From an optimization exercise on the open Yosys and OpenROAD flow, aimed at small area, a short achievable clock period and few clock cycles per item; shortcuts taken in it are not production practice. In this exercise RTL edits were held to simulation tests only and were not proved equivalent to the original. No activity file was given, so power comes from the tool's default toggle rates.

File: design/flow/design.v
`timescale 1ns / 1ps
`default_nettype none
package lotd_pkg;
  localparam int VerticesDef   = 64;
  localparam int LengthBitsDef = 12;
  localparam int EndW          = 6;
  localparam int LongestW      = 12;
endpackage
`default_nettype wire
`timescale 1ns / 1ps
`default_nettype none
module lotd_ctrl (
  input  wire logic clk_i,
  input  wire logic rst_ni,
  input  wire logic start_i,
  output logic      v1_o,
  output logic      v2_o,
  output logic      busy_o,
  output logic      done_o
);
  logic v1_q, v2_q, done_q;
  always_ff @(posedge clk_i or negedge rst_ni) begin
    if (!rst_ni) begin
      v1_q   <= 1'b0;
      v2_q   <= 1'b0;
      done_q <= 1'b0;
    end else begin
      v1_q   <= start_i;
      v2_q   <= v1_q;
      done_q <= v2_q;
    end
  end
  assign v1_o   = v1_q;
  assign v2_o   = v2_q;
  assign busy_o = 1'b0;
  assign done_o = done_q;
endmodule
`default_nettype wire
`timescale 1ns / 1ps
`default_nettype none
module lotd_dpath #(
  parameter int Vertices   = lotd_pkg::VerticesDef,
  parameter int LengthBits = lotd_pkg::LengthBitsDef
) (
  input  wire logic                       clk_i,
  input  wire logic                       rst_ni,
  input  wire logic                       v1_i,
  input  wire logic                       v2_i,
  input  wire logic                       cmd_in_i,
  input  wire logic [lotd_pkg::EndW-1:0]  end_a_i,
  input  wire logic [lotd_pkg::EndW-1:0]  end_b_i,
  output logic [lotd_pkg::LongestW-1:0]   longest_length_o,
  output logic                            saturated_o
);
  localparam int AW = lotd_pkg::EndW;
  localparam int LW = LengthBits;
  localparam logic [LW-1:0] LenMax = '1;
  logic [LW-1:0] mem [Vertices];
  logic                c1_q;
  logic [AW-1:0]       a1_q, b1_q;
  logic [31:0]         sa1_q, sb1_q;                       
  logic [7:0]          ga1_q, gb1_q;                       
  logic                e2_aa_q, e2_ab_q, e2_ba_q, e2_bb_q;   
  logic                p3a_q, p3b_q;                         
  logic                c2_q;
  logic [AW-1:0]       a2_q, b2_q;
  logic [LW-1:0]       rda2_q, rdb2_q;    
  logic                hita2_q, hitb2_q;  
  logic [LW-1:0]       la2, lb2;
  logic                clr3_q;
  logic [7:0]          ha3_q, la3_q, hb3_q, lb3_q;   
  logic [LW-1:0]       wd3_q;
  logic [LW-1:0]       wdf_q;    
  logic [LW-1:0]       run_q, out_q;
  logic                sat_q, osat_q;
  function automatic logic [LW-1:0] sat_inc(input logic [LW-1:0] v);
    logic [LW-1:0] m;
    for (int i = 0; i < LW; i++) begin
      for (int j = 0; j < LW; j++) m[j] = (j >= i);
      sat_inc[i] = (&v) | (v[i] ^ (&(v | m)));
    end
  endfunction
  function automatic logic greater(input logic [LW-1:0] x, input logic [LW-1:0] y);
    logic [LW-1:0] e, m;
    e = ~(x ^ y);
    greater = 1'b0;
    for (int i = 0; i < LW; i++) begin
      for (int j = 0; j < LW; j++) m[j] = (j <= i);
      greater = greater | (x[i] & ~y[i] & (&(e | m)));
    end
  endfunction
  logic          edge2, clr2, a_ge_b, b_ge_a, wa, wb, grow;
  logic          ra_gt_rb, rb_gt_ra, rb_gt_f, f_gt_rb, f_gt_ra, ra_gt_f;
  logic [LW-1:0] inc_a, inc_b, incm, run_d;
  logic          sat_d;
  assign la2    = hita2_q ? wdf_q : rda2_q;
  assign lb2    = hitb2_q ? wdf_q : rdb2_q;
  assign edge2  = v2_i & c2_q;
  assign clr2   = v2_i & ~c2_q;
  assign ra_gt_rb = greater(rda2_q, rdb2_q);
  assign rb_gt_ra = greater(rdb2_q, rda2_q);
  assign rb_gt_f  = greater(rdb2_q, wdf_q);
  assign f_gt_rb  = greater(wdf_q, rdb2_q);
  assign f_gt_ra  = greater(wdf_q, rda2_q);
  assign ra_gt_f  = greater(rda2_q, wdf_q);
  always_comb begin
    unique case ({hita2_q, hitb2_q})
      2'b00:   begin a_ge_b = ~rb_gt_ra; b_ge_a = ~ra_gt_rb; end
      2'b10:   begin a_ge_b = ~rb_gt_f;  b_ge_a = ~f_gt_rb;  end
      2'b01:   begin a_ge_b = ~f_gt_ra;  b_ge_a = ~ra_gt_f;  end
      default: begin a_ge_b = 1'b1;      b_ge_a = 1'b1;      end
    endcase
  end
  assign inc_a  = hita2_q ? sat_inc(wdf_q) : sat_inc(rda2_q);
  assign inc_b  = hitb2_q ? sat_inc(wdf_q) : sat_inc(rdb2_q);
  assign incm   = a_ge_b ? inc_a : inc_b;
  assign wa     = edge2 & b_ge_a;
  assign wb     = edge2 & a_ge_b;
  assign grow   = edge2 & ((la2 == run_q) | (lb2 == run_q));
  always_comb begin
    run_d = run_q;
    sat_d = sat_q;
    if (clr2) begin
      run_d = '0;
      sat_d = 1'b0;
    end else if (grow) begin
      run_d = sat_inc(run_q);
      sat_d = sat_q | (&run_q[LW-1:1]);
    end
  end
  always_ff @(posedge clk_i or negedge rst_ni) begin
    if (!rst_ni) begin
      run_q  <= '0;
      sat_q  <= 1'b0;
      wd3_q  <= '0;
    end else begin
      run_q  <= run_d;
      sat_q  <= sat_d;
      wd3_q  <= clr2 ? '0 : incm;
    end
  end
  always_ff @(posedge clk_i or negedge rst_ni) begin
    if (!rst_ni) begin
      clr3_q <= 1'b1;
    end else begin
      clr3_q <= clr2;
    end
  end
  always_ff @(posedge clk_i) begin
    ha3_q <= wa ? 8'(1) << a2_q[5:3] : 8'd0;
    la3_q <= 8'(1) << a2_q[2:0];
    hb3_q <= wb ? 8'(1) << b2_q[5:3] : 8'd0;
    lb3_q <= 8'(1) << b2_q[2:0];
  end
  always_ff @(posedge clk_i) begin
    out_q  <= run_d;
    wdf_q  <= clr2 ? '0 : incm;
    osat_q <= sat_d;
  end
  always_ff @(posedge clk_i) begin
    for (int v = 0; v < Vertices; v++) begin
      if (clr3_q || (ha3_q[v/8] && la3_q[v%8]) || (hb3_q[v/8] && lb3_q[v%8])) begin
        mem[v] <= wd3_q;
      end
    end
  end
  logic          p3a_d, p3b_d;
  logic [LW-1:0] rd_a, rd_b;
  always_comb begin
    rd_a = '0;
    rd_b = '0;
    for (int g = 0; g < 8; g++) begin
      logic [LW-1:0] ta, tb;
      ta = '0;
      tb = '0;
      for (int l = 0; l < 8; l++) begin
        ta = ta | (mem[8*g+l] & {LW{sa1_q[8*(g/2)+l]}});
        tb = tb | (mem[8*g+l] & {LW{sb1_q[8*(g/2)+l]}});
      end
      rd_a = rd_a | (ta & {LW{ga1_q[g]}});
      rd_b = rd_b | (tb & {LW{gb1_q[g]}});
    end
  end
  assign p3a_d = clr2 | (wa & (end_a_i == a2_q)) | (wb & (end_a_i == b2_q));
  assign p3b_d = clr2 | (wa & (end_b_i == a2_q)) | (wb & (end_b_i == b2_q));
  always_ff @(posedge clk_i) begin
    c1_q    <= cmd_in_i;
    a1_q    <= end_a_i;
    b1_q    <= end_b_i;
    sa1_q   <= 32'(1) << {end_a_i[5:4], end_a_i[2:0]};
    sb1_q   <= 32'(1) << {end_b_i[5:4], end_b_i[2:0]};
    ga1_q   <= p3a_d ? 8'd0 : 8'(1) << end_a_i[5:3];
    gb1_q   <= p3b_d ? 8'd0 : 8'(1) << end_b_i[5:3];
    p3a_q   <= p3a_d;
    p3b_q   <= p3b_d;
    e2_aa_q <= end_a_i == a1_q;
    e2_ab_q <= end_a_i == b1_q;
    e2_ba_q <= end_b_i == a1_q;
    e2_bb_q <= end_b_i == b1_q;
    c2_q    <= c1_q;
    a2_q    <= a1_q;
    b2_q    <= b1_q;
    rda2_q  <= rd_a | (wd3_q & {LW{p3a_q}});
    rdb2_q  <= rd_b | (wd3_q & {LW{p3b_q}});
    hita2_q <= clr2 | (wa & e2_aa_q) | (wb & e2_ab_q);
    hitb2_q <= clr2 | (wa & e2_ba_q) | (wb & e2_bb_q);
  end
  assign longest_length_o = lotd_pkg::LongestW'(out_q);
  assign saturated_o      = osat_q;
endmodule
`default_nettype wire
`timescale 1ns / 1ps
`default_nettype none
module longest_ordered_trail_dp #(
  parameter int VERTICES    = lotd_pkg::VerticesDef,
  parameter int LENGTH_BITS = lotd_pkg::LengthBitsDef
) (
  input  wire logic                          clk_i,
  input  wire logic                          rst_ni,
  input  wire logic                          start,
  output logic                               busy,
  input  wire logic                          cmd_i,
  input  wire logic [lotd_pkg::EndW-1:0]     end_a_i,
  input  wire logic [lotd_pkg::EndW-1:0]     end_b_i,
  output logic                               done_o,
  output logic [lotd_pkg::LongestW-1:0]      longest_length_o,
  output logic                               saturated_o
);
  logic v1, v2;
  lotd_ctrl u_ctrl (
    .clk_i  (clk_i),
    .rst_ni (rst_ni),
    .start_i(start),
    .v1_o   (v1),
    .v2_o   (v2),
    .busy_o (busy),
    .done_o (done_o)
  );
  lotd_dpath #(
    .Vertices  (VERTICES),
    .LengthBits(LENGTH_BITS)
  ) u_dpath (
    .clk_i           (clk_i),
    .rst_ni          (rst_ni),
    .v1_i            (v1),
    .v2_i            (v2),
    .cmd_in_i        (cmd_i),
    .end_a_i         (end_a_i),
    .end_b_i         (end_b_i),
    .longest_length_o(longest_length_o),
    .saturated_o     (saturated_o)
  );
endmodule
`default_nettype wire
File: design/flow/run.sh
#!/bin/bash
# synth_recipe.tcl (not shown) runs the flow's synth.tcl, then flattens the netlist and writes it again
# the make line also repeats each setting of config.mk as NAME=value (left out here)
make -C /OpenROAD-flow-scripts/flow DESIGN_CONFIG=/design/flow/config.mk WORK_HOME=/design/flow/orfs CLKGATE_MAP_FILE= SYNTH_SCRIPT=/design/flow/synth_recipe.tcl finish
File: design/flow/config.mk
export PLATFORM = sky130hd
export DESIGN_NAME = longest_ordered_trail_dp
export DESIGN_NICKNAME = longest_ordered_trail_dp
export VERILOG_FILES = /design/flow/design.v
export SDC_FILE = /design/flow/constraint.sdc
export NUM_CORES = 4
export LEC_CHECK = 0
export CAP_MARGIN = 20
export CORE_MARGIN = 2
export CORE_UTILIZATION = 30
export SETUP_SLACK_MARGIN = 2.7
export SLEW_MARGIN = 20
File: design/flow/constraint.sdc
create_clock -name core_clock -period 5.5 [get_ports {clk_i}]
set_input_delay 1.1000 -clock core_clock [delete_from_list [all_inputs] [get_ports {clk_i}]]
set_output_delay 1.1000 -clock core_clock [all_outputs]
set_load 0.01 [all_outputs]
==> notes.md <==
## routing by layer
metal,track usage,up-vias,wire length [um]
li1,-,12815,-
met1,0.2727,15748,58090
met2,0.3186,2447,69000
met3,0.04920,432,18870
met4,0.1008,14,8209
met5,0,-,113
## metrics by stage
stage          setup slack [ns]  instance area (sq um)
5_1_grt                   2.685                  48280
2_1_floorplan             2.982                  42180
3_3_place_gp              2.053                  44530
6_report                  2.707                  48290
4_1_cts                   2.712                  48030
3_5_place_dp              2.009                  44540
## cells in the final DEF, fill, tap and decap left out, types with 32 or more instances in the layout
master and n:
edfxtp_1 768, clkbuf_16 102, a22oi_1 797, nor2_1 90, ha_1 82, nand4_1 206
nand3_1 53, a21oi_1 40, xnor2_1 66, inv_1 41, dfxtp_1 185, nand2_1 32
buf_4 87, a221o_1 64
## state kept, by name, indices dropped and copies added (netlist names), 8 cells and up
signal	cells
u_dpath.sb1_q	32
u_dpath.rdb2_q	12
u_dpath.hb3_q	8
u_dpath.ga1_q	8
u_dpath.lb3_q	8
u_dpath.gb1_q	8
u_dpath.wd3_q	12
u_dpath.ha3_q	8
u_dpath.la3_q	8
u_dpath.mem	768
u_dpath.run_q	12
u_dpath.out_q	12
u_dpath.wdf_q	12
u_dpath.sa1_q	32
u_dpath.rda2_q	12
## what timing repair did
action                                  CTS  global route
gates cloned                              0             1
pin swaps                                 1             8
resized for setup                         6            31
endpoints found under the setup margin   55            56
buffers inserted                          1             9
## worst max-delay path, stage by stage (launching register included)
cell and delay [ns]:
dfxtp_1 0.60, buf_4 0.36, a22oi_1 0.23, nand4_1 0.25, a222oi_1 0.81, nand3_1 0.28
## path summary, 6_finish.rpt
check	start	to	slack, ns	cells past startpoint
worst max-delay path	u_dpath.sb1_q[0]$_SDFF_PP0_	u_dpath.rdb2_q[3]$_DFF_P_	2.71	5
worst min-delay path	u_dpath.c1_q$_DFF_P_	u_dpath.c2_q$_DFF_P_	0.29	0
worst max register to register	u_dpath.sb1_q[0]$_SDFF_PP0_	u_dpath.rdb2_q[3]$_DFF_P_	2.71	5
worst min register to register	u_dpath.c1_q$_DFF_P_	u_dpath.c2_q$_DFF_P_	0.29	0
max in group asynchronous	rst_ni	u_dpath.clr3_q$_DFF_PN1_	4.32	2
min in group asynchronous	rst_ni	u_dpath.wd3_q[6]$_DFF_PN0_	0.80	2
## power groups by stage
stage / combinational, mW / clock, mW / sequential (mW)
after floorplan: 1.45 / 0 / 10.9
after global placement: 2.97 / 0 / 10.8
after detailed placement: 2.99 / 0 / 10.9
after CTS: 3.01 / 7.22 / 10.7
after global routing: 3.40 / 7.52 / 10.9
final: 3.19 / 7.17 / 10.8
## cell type report
class	instances	area, sq um
diodes	3	7.507
clock buffers	122	2691
clock inverters	66	783.3
fillers	13426	91240
inverters	42	157.7
multi-input cells	1802	13520
flip-flops and latches	992	27720
well taps	1876	2347
repair buffers	127	1066
## logic make-up (layout without fill, tap and decap cells)
family | Yosys count | after routing | synth area share
AOI/OAI and AO/OA | 1077 | 1078 | 0.1967
muxes | 28 | 28 | 0.006674
xor gates and xnor gates | 86 | 86 | 0.01786
buffers and inverters | 279 | 357 | 0.02589
and+or+nand+nor | 527 | 527 | 0.07199
adders and majority gates | 82 | 82 | 0.02432
DFF | 992 | 992 | 0.6565
other | 1 | 4 | 0.00008890
==> flow_summary.yaml <==
synth:
  yosys.area.top_type: "edfxtp_1"
  ys_types: 75
  ys.flop_type: "edfxtp_1"
  yosysTopAreaCellShare: 0.5467
  post-synth-top-count-cell: "a22oi_1"
  syn-instance-count: 3072
  ys_top_cells_by_area: "edfxtp_1 55%, a22oi_1 14%, dfxtp_1 9.3%"
  synthesis.nets: 3170
  yosysWarnings: 3
  synth_seq_cells: 992
  syn_avg_cell_area_sq_um: 13.73
  synth_edf_count: 768
  synth_commonest_cells: "800 x a22oi_1, 768 x edfxtp_1, 206 x nand4_1, 205 x clkbuf_1, 195 x dfxtp_1"
  ys_async_sr_fraction: 0.02923
  netlist_area_sq_um: 42180
  ys_seq_area_frac: 0.6565
timing:
  setup_tns_ns: 0
  post-route-period-util: 0.5079
  fmax_ghz: 0.3580
  finClkSkew_ns: 0.06831
  tightestPinTransition_ns: 1.180
  slew_headroom: 0.2136
  rsz0062_at_grt: "yes"
  fin_crit_ns: 2.793
  setup_viol: 0
  slew_viol_final: 0
  timing.final.hold_violations: 0
  hold_ws_ns: 0.2914
cts:
  cts_sinks: 992
  clk_pin_slew_ns: 0.07
  cts_buffers: 100
  clk_latency_ns: 0.74
  ctsHoldBuffers: 0
  cts.htree.levels: 3
  cts_tree: "built"
  clk_path_buf_depth: 3
  cts-root-buf: "clkbuf_16"
floorplan:
  dieArea_sq_um: 143600
  die_x_um: 379.0
  core_sq_um: 139500
  die_y_um: 379.0
  initial_core_util: 0.3023
  rows: 137
  ios: 31
setup_path:
  cp-start-kind: "flop"
  cp_data_required_time_ns: 5.98
  end_kind: "flop"
  path_class: "reg2reg"
  path_max_fanout: 14
  arrival_ns: 3.28
placement:
  gp_congestion: 0.9647
  dp_hpwl_um: 93050
  port_buffers: 29
  dp_cells: 4825
routing:
  vias_per_cell: 6.254
  routed_wl_um: 154300
  drt_iter0_drc: 5692
  via_count: 31456
  drtAntennaViolNets: 0
  wl_per_cell_um: 30.67
  detail_route.first_pass.iterations: 7
  drc_errors: 0
pwr:
  peakVddDrop_mv: 0.2547
  combPwrFrac: 0.151
  p_leak_nw: 15.49
  swShare: 0.2951
  p_switching_mw: 6.238
  clkPwrFrac: 0.339
  intPower_mw: 14.90
  p_per_area_nw_per_um2: 437.7
  p_total_mw: 21.14
  p_seq_frac: 0.510
layout:
  area.growth.synth_to_final_pct: 14.48
  drive_above_1_share: 0.1028
  nets: 3163
  finish.utilization: 0.3461
  stdcell_count: 5030
global_routing:
  grt_usage: 0.2069
  antenna_found_initial: 9
  overflow: 0
  grt_pass1_wl_um: 216700
  grt_pass1_vias: 29303
  grt_max_degree: 67
outcome:
  status: "finished clean"
worst_hold_path:
  hold_class: "reg2reg"
run:
  drv_cap: 0
Testbench counts, summed over its fixed seeds: cycles 16,024, items 16,000.

==> separate check: timing with driven ports <==
In the flow no input, the clock included, has a driving cell. The finished layout below was timed again as built, in two steps.
Step 1: set_driving_cell puts a clkbuf_16 on clk_i and a buf_2 on each other input, an assumption about the parent block.
Step 2 adds t to the input delays and takes it off the output delays; t is the mean of the earliest and latest rising clock arrival at the registers after step 1. Input paths then give back, and output paths get back, about the clock's delay inside the block.
Three values: ideal, step 1, step 2; two values: the first two.
shift t [ns]: 0.772
setup slack, ns: 2.707 / 2.707 / 2.034
worst register clock-pin slew, ns: 0.07 / 0.07
After both steps setup and hold are still met in this run. The setup slack of this run moves by 0.000 ns with the drivers and by -0.673 ns with both steps.
